Context: an optimization exercise on an open-source flow, tuned for small area, a short achievable clock period and few clock cycles. The choices shown serve that exercise and are no tape-out recipe. Where RTL was checked, it was by simulation tests only, not by an equivalence proof against the original. The clock port is modelled as an ideal driver; clocking choices that lean on that would not hold on a real chip. Power figures rest on the tool's default switching activity, not on a simulated workload.

==> run G: inputs <==
==> flow/design.v (excerpt) <==
module source_tokenizer_unit (
    input  logic        i_clk,
    input  logic        i_rst_n,
    input  logic        i_in_valid,
    input  logic [7:0]  i_src_byte,
    input  logic        i_end_of_input,
    output logic        o_in_stall,
    output logic        o_out_valid,
    output logic        o_result_kind,
    output logic [6:0]  o_token_kind,
    output logic [63:0] o_token_value,
    output logic [19:0] o_start_line,
    output logic [15:0] o_start_column,
    output logic        o_unterminated,
    output logic        o_last_of_run,
    input  logic        i_out_stall
);
Settings: LEC_CHECK=0, CAP_MARGIN=20, CORE_MARGIN=2, CORE_UTILIZATION=40, SLEW_MARGIN=20; clock period 12.0 ns.
standard.sh (not shown) runs the stock make flow with config.mk's settings and CLKGATE_MAP_FILE= SYNTH_SCRIPT=/design/flow/synth_recipe.tcl, a recipe that flattens the netlist after the stock synthesis.
==> flow/flow/run.sh <==
#!/bin/bash
# Layout: the standard flow, with one extra step after placement that
# resizes and buffers the placed netlist for more setup slack than the
# standard flow asks for (the clock and constraints are unchanged).
set -euo pipefail
HERE=$(pwd)
bash standard.sh synth floorplan place > "$HERE/log_std_place.txt" 2>&1
RES=$HERE/orfs/results/$FLOW_PLATFORM/source_tokenizer_unit/base
cp "$RES/3_place.odb" "$HERE/3_place_std.odb"
RES="$RES" openroad -no_splash -exit "$HERE/flow/opt_place.tcl" > "$HERE/log_opt_place.txt" 2>&1
bash standard.sh > "$HERE/log_std_finish.txt" 2>&1
==> flow/flow/opt_place.tcl <==
# Extra setup repair on the placed design, then legalise and write it back.
set res $::env(RES)
set plat $::env(FLOW_HOME)/platforms/$::env(FLOW_PLATFORM)
read_liberty $plat/lib/sky130_fd_sc_hd__tt_025C_1v80.lib
read_db $res/3_place.odb
read_sdc $res/3_place.sdc
source $plat/setRC.tcl
set_dont_use {sky130_fd_sc_hd__probe_p_8 sky130_fd_sc_hd__probec_p_8 sky130_fd_sc_hd__lpflow_*}
estimate_parasitics -placement
report_worst_slack -max
report_design_area
set margin 8.0
if { [info exists ::env(OPT_MARGIN)] } { set margin $::env(OPT_MARGIN) }
repair_design
repair_timing -setup -setup_margin $margin -skip_gate_cloning -verbose
detailed_placement
check_placement -verbose
estimate_parasitics -placement
report_worst_slack -max
report_design_area
write_db $res/3_place.odb
==> inputs of run K, as changes to run G <==
--- a/flow/design.v
+++ b/flow/design.v
@@ -474,11 +474,47 @@
         c_hv    = b[6] ? b[3:0] + 4'd9 : b[3:0];
         c_opnow = stok_pkg::op_now(b);
         c_opal  = stok_pkg::op_alone(b);
         c_zero_idle = c_blank || b == "\"" || b == "'" || b == "#" || c_opal != stok_pkg::TK_END;
     end
-    assign lo4    = {1'b0, r_acc[1:0], 1'b0} + {1'b0, b[2:0]};
+    always_comb begin
+        case ({r_acc[1:0], b[2:0]})
+            5'd0: lo4 = 4'd0;
+            5'd1: lo4 = 4'd1;
+            5'd2: lo4 = 4'd2;
+            5'd3: lo4 = 4'd3;
+            5'd4: lo4 = 4'd4;
+            5'd5: lo4 = 4'd5;
+            5'd6: lo4 = 4'd6;
+            5'd7: lo4 = 4'd7;
+            5'd8: lo4 = 4'd2;
+            5'd9: lo4 = 4'd3;
+            5'd10: lo4 = 4'd4;
+            5'd11: lo4 = 4'd5;
+            5'd12: lo4 = 4'd6;
+            5'd13: lo4 = 4'd7;
+            5'd14: lo4 = 4'd8;
+            5'd15: lo4 = 4'd9;
+            5'd16: lo4 = 4'd4;
+            5'd17: lo4 = 4'd5;
+            5'd18: lo4 = 4'd6;
+            5'd19: lo4 = 4'd7;
+            5'd20: lo4 = 4'd8;
+            5'd21: lo4 = 4'd9;
+            5'd22: lo4 = 4'd10;
+            5'd23: lo4 = 4'd11;
+            5'd24: lo4 = 4'd6;
+            5'd25: lo4 = 4'd7;
+            5'd26: lo4 = 4'd8;
+            5'd27: lo4 = 4'd9;
+            5'd28: lo4 = 4'd10;
+            5'd29: lo4 = 4'd11;
+            5'd30: lo4 = 4'd12;
+            5'd31: lo4 = 4'd13;
+            default: lo4 = 4'd0;
+        endcase
+    end
     assign add_ci = b[3] | lo4[3];
     stok_add #(.W(64)) u_add (
         .i_a (r_acc),
         .i_b ({2'd0, r_acc[63:2]}),
         .i_ci(add_ci),
@@ -553,11 +589,11 @@
                     s_mode = stok_pkg::M_IDENT;
                     s_kw = kw_first;
                     s_wl = 4'd1;
                     begin tx = 1'b1; tx_v = b; end
                 end else if (c_digit) begin
-                    s_acc = {60'd0, c_hv};
+                    s_acc = {60'd0, b[3:0]};
                     s_sat = 1'b0;
                     s_mode = (b == "0") ? stok_pkg::M_ZERO : stok_pkg::M_DEC;
                     begin tx = 1'b1; tx_v = b; end
                 end else if (b == "\"") begin
                     s_mode = stok_pkg::M_STR;
@@ -707,11 +743,11 @@
                 end
             end
             stok_pkg::M_SHEX: begin
                 e = {r_acc[3:0], c_hv};
                 if (!eoi && c_hex) begin
-                    s_acc[7:0] = e;
+                    s_acc = {r_acc[59:0], c_hv};
                     s_escd = 1'b1;
                     if (r_escd) begin
                         s_emit = 1'b1; s_rk = stok_pkg::RK_TEXT; s_vacc = 1'b1;
                         s_mode = stok_pkg::M_STR;
                     end
@@ -743,11 +779,11 @@
                 end
             end
             stok_pkg::M_CHEX: begin
                 e = {r_acc[3:0], c_hv};
                 if (!eoi && c_hex) begin
-                    s_acc[7:0] = e;
+                    s_acc = {r_acc[59:0], c_hv};
                     s_escd = 1'b1;
                     if (r_escd) s_mode = stok_pkg::M_CCLOSE;
                 end else if (!eoi && b == "'") begin
                     s_emit = 1'b1; s_tk = stok_pkg::TK_CHAR; s_vacc = 1'b1; s_mode = stok_pkg::M_IDLE;
                 end else begin
@@ -808,41 +844,28 @@
         for (int i = 0; i < 16; i = i + 1) col_inc[i] = r_col[i] ^ (&(r_col | ~((16'd1 << i) - 16'd1)));
         for (int i = 0; i < 20; i = i + 1) line_inc[i] = r_line[i] ^ (&(r_line | ~((20'd1 << i) - 20'd1)));
         ccol = r_c1 ? 16'd1 : ((&r_col) ? r_col : col_inc);
     end
     assign consume = step && s_done;
-    assign a_free  = !r_av || consume;
+    assign a_free  = !r_av || (s_done && !r_ov) || (s_done && !i_out_stall);
     always_ff @(posedge i_clk) begin
         if (!i_rst_n) begin
             r_av <= 1'b0;
             r_sv <= 1'b0;
-        end else if (r_sv) begin
-            if (a_free) begin
-                r_av <= 1'b1;
-                r_sv <= 1'b0;
-            end
-        end else if (i_in_valid) begin
-            if (a_free) r_av <= 1'b1;
-            else        r_sv <= 1'b1;
-        end else if (a_free) begin
-            r_av <= 1'b0;
+        end else begin
+            if (a_free) r_av <= r_sv || i_in_valid;
+            r_sv <= !a_free && (r_sv || i_in_valid);
         end
     end
     always_ff @(posedge i_clk) begin
-        if (r_sv) begin
-            if (a_free) begin
-                r_ab <= r_sb;
-                r_ae <= r_se;
-            end
-        end else if (i_in_valid) begin
-            if (a_free) begin
-                r_ab <= i_src_byte;
-                r_ae <= i_end_of_input;
-            end else begin
-                r_sb <= i_src_byte;
-                r_se <= i_end_of_input;
-            end
+        if (!r_sv) begin
+            r_sb <= i_src_byte;
+            r_se <= i_end_of_input;
+        end
+        if (a_free) begin
+            r_ab <= r_sv ? r_sb : i_src_byte;
+            r_ae <= r_sv ? r_se : i_end_of_input;
         end
     end
     assign o_in_stall = r_sv;
     always_ff @(posedge i_clk) begin
         if (!i_rst_n) begin
==> qor summary <==
	run K	run G
Run status	finished clean	finished clean
Ratio of total power to cell area	163.5 nW/µm²	203.8 nW/µm²
Vias in the first global route	17036	16149
Post-placement setup slack	6.389 ns	6.578 ns
Final layout net count	2242	2165
Synthesized Nets	2121	2058
Detailed route wirelength on metal2	29.37 mm	27.46 mm
Die Footprint	46150 µm²	44760 µm²
Insertion delay of the later-clocked pin in the worst-skew pair	0.56 ns	0.57 ns
Critical path buffers and inverters	2	3
Final core utilization	49.20%	48.54%
Relative slew margins	28.09%	24.57%
Proportion of cell area occupied by registers	27.86%	29.49%
Average wire per cell in the routed design	23.75 µm	23.45 µm
Number of stages on the worst hold path	1	2
Total Power	3.543 mW	4.232 mW
Number of instances in the synthesized netlist	1992	1931
Post-route non-filler standard cell count	2725	2604
Cell leakage power	8.048 nW	7.724 nW
Sequential fraction of design power	29.1%	28.3%
Testbench counts of run K, summed over its fixed seeds: cycles 24,942.
No functional check of the RTL was part of run G.

---

==> v6 <==
Another version of the RTL of source_tokenizer_unit (not shown whole).
clock: 12.0 ns
lec_check: 0
cap_margin: 20
core_margin: 2
core_utilization: 60
place_density: 0.75
slew_margin: 20
==> flow/flow/run.sh <==
#!/bin/bash
set -euo pipefail
HERE=$(pwd)
RES=$HERE/orfs/results/$FLOW_PLATFORM/source_tokenizer_unit/base
OPT=$HERE/opt
mkdir -p "$OPT"

# $1: stage (3_place or 4_cts); $2: latency allowance added to the period
rounds() {
  local stage=$1 lat=$2
  cp "$RES/$stage.odb" "$OPT/${stage}_0.odb"
  STAGE=$stage RES="$RES" IN="$OPT/${stage}_0.odb" OUT="$OPT/${stage}_0.odb" STEP=0 \
    openroad -no_splash -exit "$HERE/flow/opt_round.tcl" > "$HERE/log_${stage}_round0.txt" 2>&1
  local best=0 bestq
  bestq=$(awk -v l="$lat" '{ printf "%.6f", $1 * (12 - $2 + l) }' "$OPT/${stage}_0.odb.m")
  local i prev q
  for i in $(seq 1 12); do
    prev=$((i - 1))
    STAGE=$stage RES="$RES" IN="$OPT/${stage}_$prev.odb" OUT="$OPT/${stage}_$i.odb" STEP=0.2 \
      openroad -no_splash -exit "$HERE/flow/opt_round.tcl" > "$HERE/log_${stage}_round$i.txt" 2>&1
    q=$(awk -v l="$lat" '{ printf "%.6f", $1 * (12 - $2 + l) }' "$OPT/${stage}_$i.odb.m")
    echo "$stage round $i: $(cat "$OPT/${stage}_$i.odb.m") proxy $q (best $bestq)" >> "$HERE/log_rounds.txt"
    if awk -v a="$q" -v b="$bestq" 'BEGIN { exit !(a < b * 0.998) }'; then
      best=$i; bestq=$q
    else
      break
    fi
  done
  echo "$stage: keeping round $best" >> "$HERE/log_rounds.txt"
  cp "$OPT/${stage}_$best.odb" "$RES/$stage.odb"
}

bash standard.sh synth floorplan place > "$HERE/log_std_place.txt" 2>&1
rounds 3_place 0.35
bash standard.sh cts > "$HERE/log_std_cts.txt" 2>&1
rounds 4_cts 0
bash standard.sh > "$HERE/log_std_finish.txt" 2>&1
Other scripts of this flow, unchanged in this note and not shown: flow/flow/opt_round.tcl
==> v28 (differences from v6) <==
--- a/flow/design.v
+++ b/flow/design.v
@@ -221,18 +221,17 @@
     logic [15:0] r_tc, r_col;  
     logic        r_c1;         
     logic        r_tpend;    
     logic [63:0] r_acc;      
     logic        r_sat;      
     logic [24:0] r_kw;
     logic [3:0]  r_wl;
     logic        r_escd;
-    logic        r_ov, r_ork, r_oun, r_olast;
-    logic [7:0]  r_vl;       
+    logic        r_ov, r_ork, r_oun, r_olast, r_ovacc;
     logic [6:0]  r_otk;
     logic [7:0]  r_ovb;
     logic en, step, consume, a_free;
     assign en   = !(r_ov && i_out_stall);
     assign step = r_av && en;
     logic [7:0]  b;
     logic        eoi;
     logic [24:0] kw_first, kw_next;
@@ -459,44 +458,29 @@
         kind_now = kind_now | ((r_kw[5] && r_wl == 4'd2) ? 7'd13 : 7'd0);
         kind_now = kind_now | ((r_kw[4] && r_wl == 4'd5) ? 7'd12 : 7'd0);
         kind_now = kind_now | ((r_kw[3] && r_wl == 4'd4) ? 7'd11 : 7'd0);
         kind_now = kind_now | ((r_kw[2] && r_wl == 4'd2) ? 7'd10 : 7'd0);
         kind_now = kind_now | ((r_kw[1] && r_wl == 4'd6) ? 7'd9 : 7'd0);
         kind_now = kind_now | ((r_kw[0] && r_wl == 4'd2) ? 7'd8 : 7'd0);
         if (kind_now == 7'd0) kind_now = stok_pkg::TK_IDENT;
     end
-    logic c_blank, c_alpha, c_digit, c_hex, c_idch, c_zero_idle, c_isop, c_isal;
+    logic c_blank, c_alpha, c_digit, c_hex, c_idch, c_zero_idle;
     logic [3:0] c_hv;
     logic [6:0] c_opnow, c_opal;
-    logic [7:0] nb;
-    logic [7:0] n_cls, r_cls;
     always_comb begin
-        nb = r_sv ? r_sb : i_src_byte;
-        n_cls[0] = stok_pkg::is_blank(nb);
-        n_cls[1] = stok_pkg::is_alpha(nb) || nb == "_";
-        n_cls[2] = stok_pkg::is_digit(nb);
-        n_cls[3] = stok_pkg::is_hex(nb);
-        n_cls[4] = n_cls[1] || n_cls[2];
-        n_cls[5] = stok_pkg::op_now(nb) != stok_pkg::TK_END;
-        n_cls[6] = stok_pkg::op_alone(nb) != stok_pkg::TK_END;
-        n_cls[7] = n_cls[0] || nb == "\"" || nb == "'" || nb == "#" || n_cls[6];
-    end
-    always_comb begin
-        c_blank     = r_cls[0];
-        c_alpha     = r_cls[1];
-        c_digit     = r_cls[2];
-        c_hex       = r_cls[3];
-        c_idch      = r_cls[4];
-        c_isop      = r_cls[5];
-        c_isal      = r_cls[6];
-        c_zero_idle = r_cls[7];
-        c_hv        = b[6] ? b[3:0] + 4'd9 : b[3:0];
-        c_opnow     = stok_pkg::op_now(b);
-        c_opal      = stok_pkg::op_alone(b);
+        c_blank = stok_pkg::is_blank(b);
+        c_alpha = stok_pkg::is_alpha(b) || b == "_";
+        c_digit = stok_pkg::is_digit(b);
+        c_hex   = stok_pkg::is_hex(b);
+        c_idch  = c_alpha || c_digit;
+        c_hv    = b[6] ? b[3:0] + 4'd9 : b[3:0];
+        c_opnow = stok_pkg::op_now(b);
+        c_opal  = stok_pkg::op_alone(b);
+        c_zero_idle = c_blank || b == "\"" || b == "'" || b == "#" || c_opal != stok_pkg::TK_END;
     end
     always_comb begin
         case ({r_acc[1:0], b[2:0]})
             5'd0: lo4 = 4'd0;
             5'd1: lo4 = 4'd1;
             5'd2: lo4 = 4'd2;
             5'd3: lo4 = 4'd3;
             5'd4: lo4 = 4'd4;
@@ -613,19 +597,19 @@
                     s_mode = (b == "0") ? stok_pkg::M_ZERO : stok_pkg::M_DEC;
                     begin tx = 1'b1; tx_v = b; end
                 end else if (b == "\"") begin
                     s_mode = stok_pkg::M_STR;
                 end else if (b == "'") begin
                     s_mode = stok_pkg::M_COPEN;
                 end else if (b == "#") begin
                     s_mode = stok_pkg::M_PRAGMA;
-                end else if (c_isop) begin
+                end else if (c_opnow != stok_pkg::TK_END) begin
                     s_emit = 1'b1; s_tk = c_opnow;
-                end else if (c_isal) begin
+                end else if (c_opal != stok_pkg::TK_END) begin
                     s_acc[7:0] = b;
                     s_mode = stok_pkg::M_PEND;
                 end else begin
                     s_emit = 1'b1; s_tk = stok_pkg::TK_ERROR; s_vb = b; s_un = 1'b1;
                 end
             end
             stok_pkg::M_PEND: begin
                 k = stok_pkg::op_pair(f, b);
@@ -823,21 +807,16 @@
                     begin tx = 1'b1; tx_v = b; end
                 end
             end
             default: begin
                 s_mode = stok_pkg::M_IDLE;
                 s_done = 1'b0;
             end
         endcase
-        if (r_sat && (r_mode == stok_pkg::M_ZERO || r_mode == stok_pkg::M_DEC
-                      || r_mode == stok_pkg::M_DOT || r_mode == stok_pkg::M_HEX
-                      || r_mode == stok_pkg::M_BIN)) begin
-            s_acc = '1;
-        end
         if (tx) begin
             s_emit = 1'b1; s_rk = stok_pkg::RK_TEXT; s_tk = stok_pkg::TK_END; s_vb = tx_v;
         end
         if (cl) begin
             s_emit = 1'b1; s_rk = stok_pkg::RK_TOKEN; s_tk = cl_tk; s_vacc = cl_vacc;
             s_un = cl_un; s_mode = stok_pkg::M_IDLE;
             if (eoi) begin
                 s_done = 1'b0; s_last = 1'b0;
@@ -846,17 +825,17 @@
                 if (c_blank) begin
                     s_done = 1'b1;
                 end else if (b == "\"") begin
                     s_done = 1'b1; s_mode = stok_pkg::M_STR; s_tpend = 1'b1;
                 end else if (b == "'") begin
                     s_done = 1'b1; s_mode = stok_pkg::M_COPEN; s_tpend = 1'b1;
                 end else if (b == "#") begin
                     s_done = 1'b1; s_mode = stok_pkg::M_PRAGMA; s_tpend = 1'b1;
-                end else if (c_isal && !cl_vacc) begin
+                end else if (c_opal != stok_pkg::TK_END && !cl_vacc) begin
                     s_done = 1'b1; s_mode = stok_pkg::M_PEND; s_tpend = 1'b1;
                     s_acc[7:0] = b;
                 end else begin
                     s_done = 1'b0;
                 end
             end
         end
     end
@@ -879,19 +858,18 @@
         end
     end
     always_ff @(posedge i_clk) begin
         if (!r_sv) begin
             r_sb <= i_src_byte;
             r_se <= i_end_of_input;
         end
         if (a_free) begin
-            r_ab  <= nb;
-            r_ae  <= r_sv ? r_se : i_end_of_input;
-            r_cls <= n_cls;
+            r_ab <= r_sv ? r_sb : i_src_byte;
+            r_ae <= r_sv ? r_se : i_end_of_input;
         end
     end
     assign o_in_stall = r_sv;
     always_ff @(posedge i_clk) begin
         if (!i_rst_n) begin
             r_mode  <= stok_pkg::M_IDLE;
             r_line  <= 20'd1;
             r_c1    <= 1'b1;
@@ -925,25 +903,21 @@
                 2'd1: begin r_tl <= r_line; r_tc <= ccol; end
                 2'd2: begin r_tl <= r_line; r_tc <= r_col; end
                 default: ;
             endcase
             r_ork   <= s_rk;
             r_otk   <= s_tk;
             r_oun   <= s_un;
             r_olast <= s_last;
-            r_vl[0] <= s_vacc;
-            for (int k = 1; k < 8; k = k + 1) r_vl[k] <= s_vacc && (r_sat || r_acc[8*k +: 8] != 8'd0);
+            r_ovacc <= s_vacc;
             r_ovb   <= s_vb;
         end
     end
     assign o_out_valid    = r_ov;
     assign o_result_kind  = r_ork;
     assign o_token_kind   = r_otk;
-    always_comb begin
-        for (int k = 0; k < 8; k = k + 1) o_token_value[8*k +: 8] = r_acc[8*k +: 8] & {8{r_vl[k]}};
-        o_token_value[7:0] = o_token_value[7:0] | r_ovb;
-    end
+    assign o_token_value  = r_ovacc ? (r_acc | {64{r_sat}}) : {56'd0, r_ovb};
     assign o_start_line   = r_tl;
     assign o_start_column = r_tc;
     assign o_unterminated = r_oun;
     assign o_last_of_run  = r_olast;
 endmodule
--- a/flow/flow/run.sh
+++ b/flow/flow/run.sh
@@ -23,15 +23,18 @@
     if awk -v a="$q" -v b="$bestq" 'BEGIN { exit !(a < b * 0.998) }'; then
       best=$i; bestq=$q
     else
       break
     fi
   done
   echo "$stage: keeping round $best" >> "$HERE/log_rounds.txt"
   cp "$OPT/${stage}_$best.odb" "$RES/$stage.odb"
+  cp "$OPT/${stage}_$best.odb.m" "$OPT/${stage}_kept.m"
 }
 
 bash standard.sh synth floorplan place > "$HERE/log_std_place.txt" 2>&1
 rounds 3_place 0.35
 bash standard.sh cts > "$HERE/log_std_cts.txt" 2>&1
 rounds 4_cts 0
-bash standard.sh > "$HERE/log_std_finish.txt" 2>&1
+GRT_MARGIN=$(awk '{ printf "%.3f", $2 - 0.1 }' "$OPT/4_cts_kept.m")
+echo "global route repair margin: $GRT_MARGIN" >> "$HERE/log_rounds.txt"
+SETUP_SLACK_MARGIN=$GRT_MARGIN SKIP_GATE_CLONING=1 bash standard.sh > "$HERE/log_std_finish.txt" 2>&1
==> summary of the runs <==
Critical path depth is the same in v28 and v6.
Global-route usage is about the same in v28 and v6.
Of v28 and v6, v6 has the higher setup slack (gap 0.053 ns).
Of v28 and v6, v6 has the higher fmax (gap 1.3%, measured against v6).
Testbench counts of v28, summed over its fixed seeds: cycles 24,942.
Function not checked in v6: the RTL went through the layout flow alone.

[what the ideal ports hide]
How much do the figures lean on ideal ports? The routed layouts below were timed once more, with nothing changed but the port constraints.
Step 1, drivers: a clkbuf_16 drives i_clk and a buf_2 each remaining input, both assumed.
Step 2, shift: input delay + t, output delay - t, t = (earliest + latest rising clock arrival at the registers) / 2. This alone moves slack from input paths to output paths.
Slacks: ideal ports / drivers / drivers and shift; pairs: ideal ports / drivers.
run | shift t [ns] | setup WS [ns] | worst setup path after step 2 | worst data-port slew with drivers (ns)
run G | 0.610 | 7.451 / 7.396 / 7.514 | register to register | 0.03
run K | 0.609 | 7.410 / 7.353 / 7.427 | register to register | 0.05
v6 | 0.595 | 7.935 / 7.935 / 7.935 | register to register | 0.03
v28 | 0.607 | 7.882 / 7.836 / 7.728 | input to register | 0.04
After both steps setup and hold are still met in every run listed. For v28, which loses most, drivers alone change the setup slack by -0.046 ns; drivers and shift together by -0.154 ns.
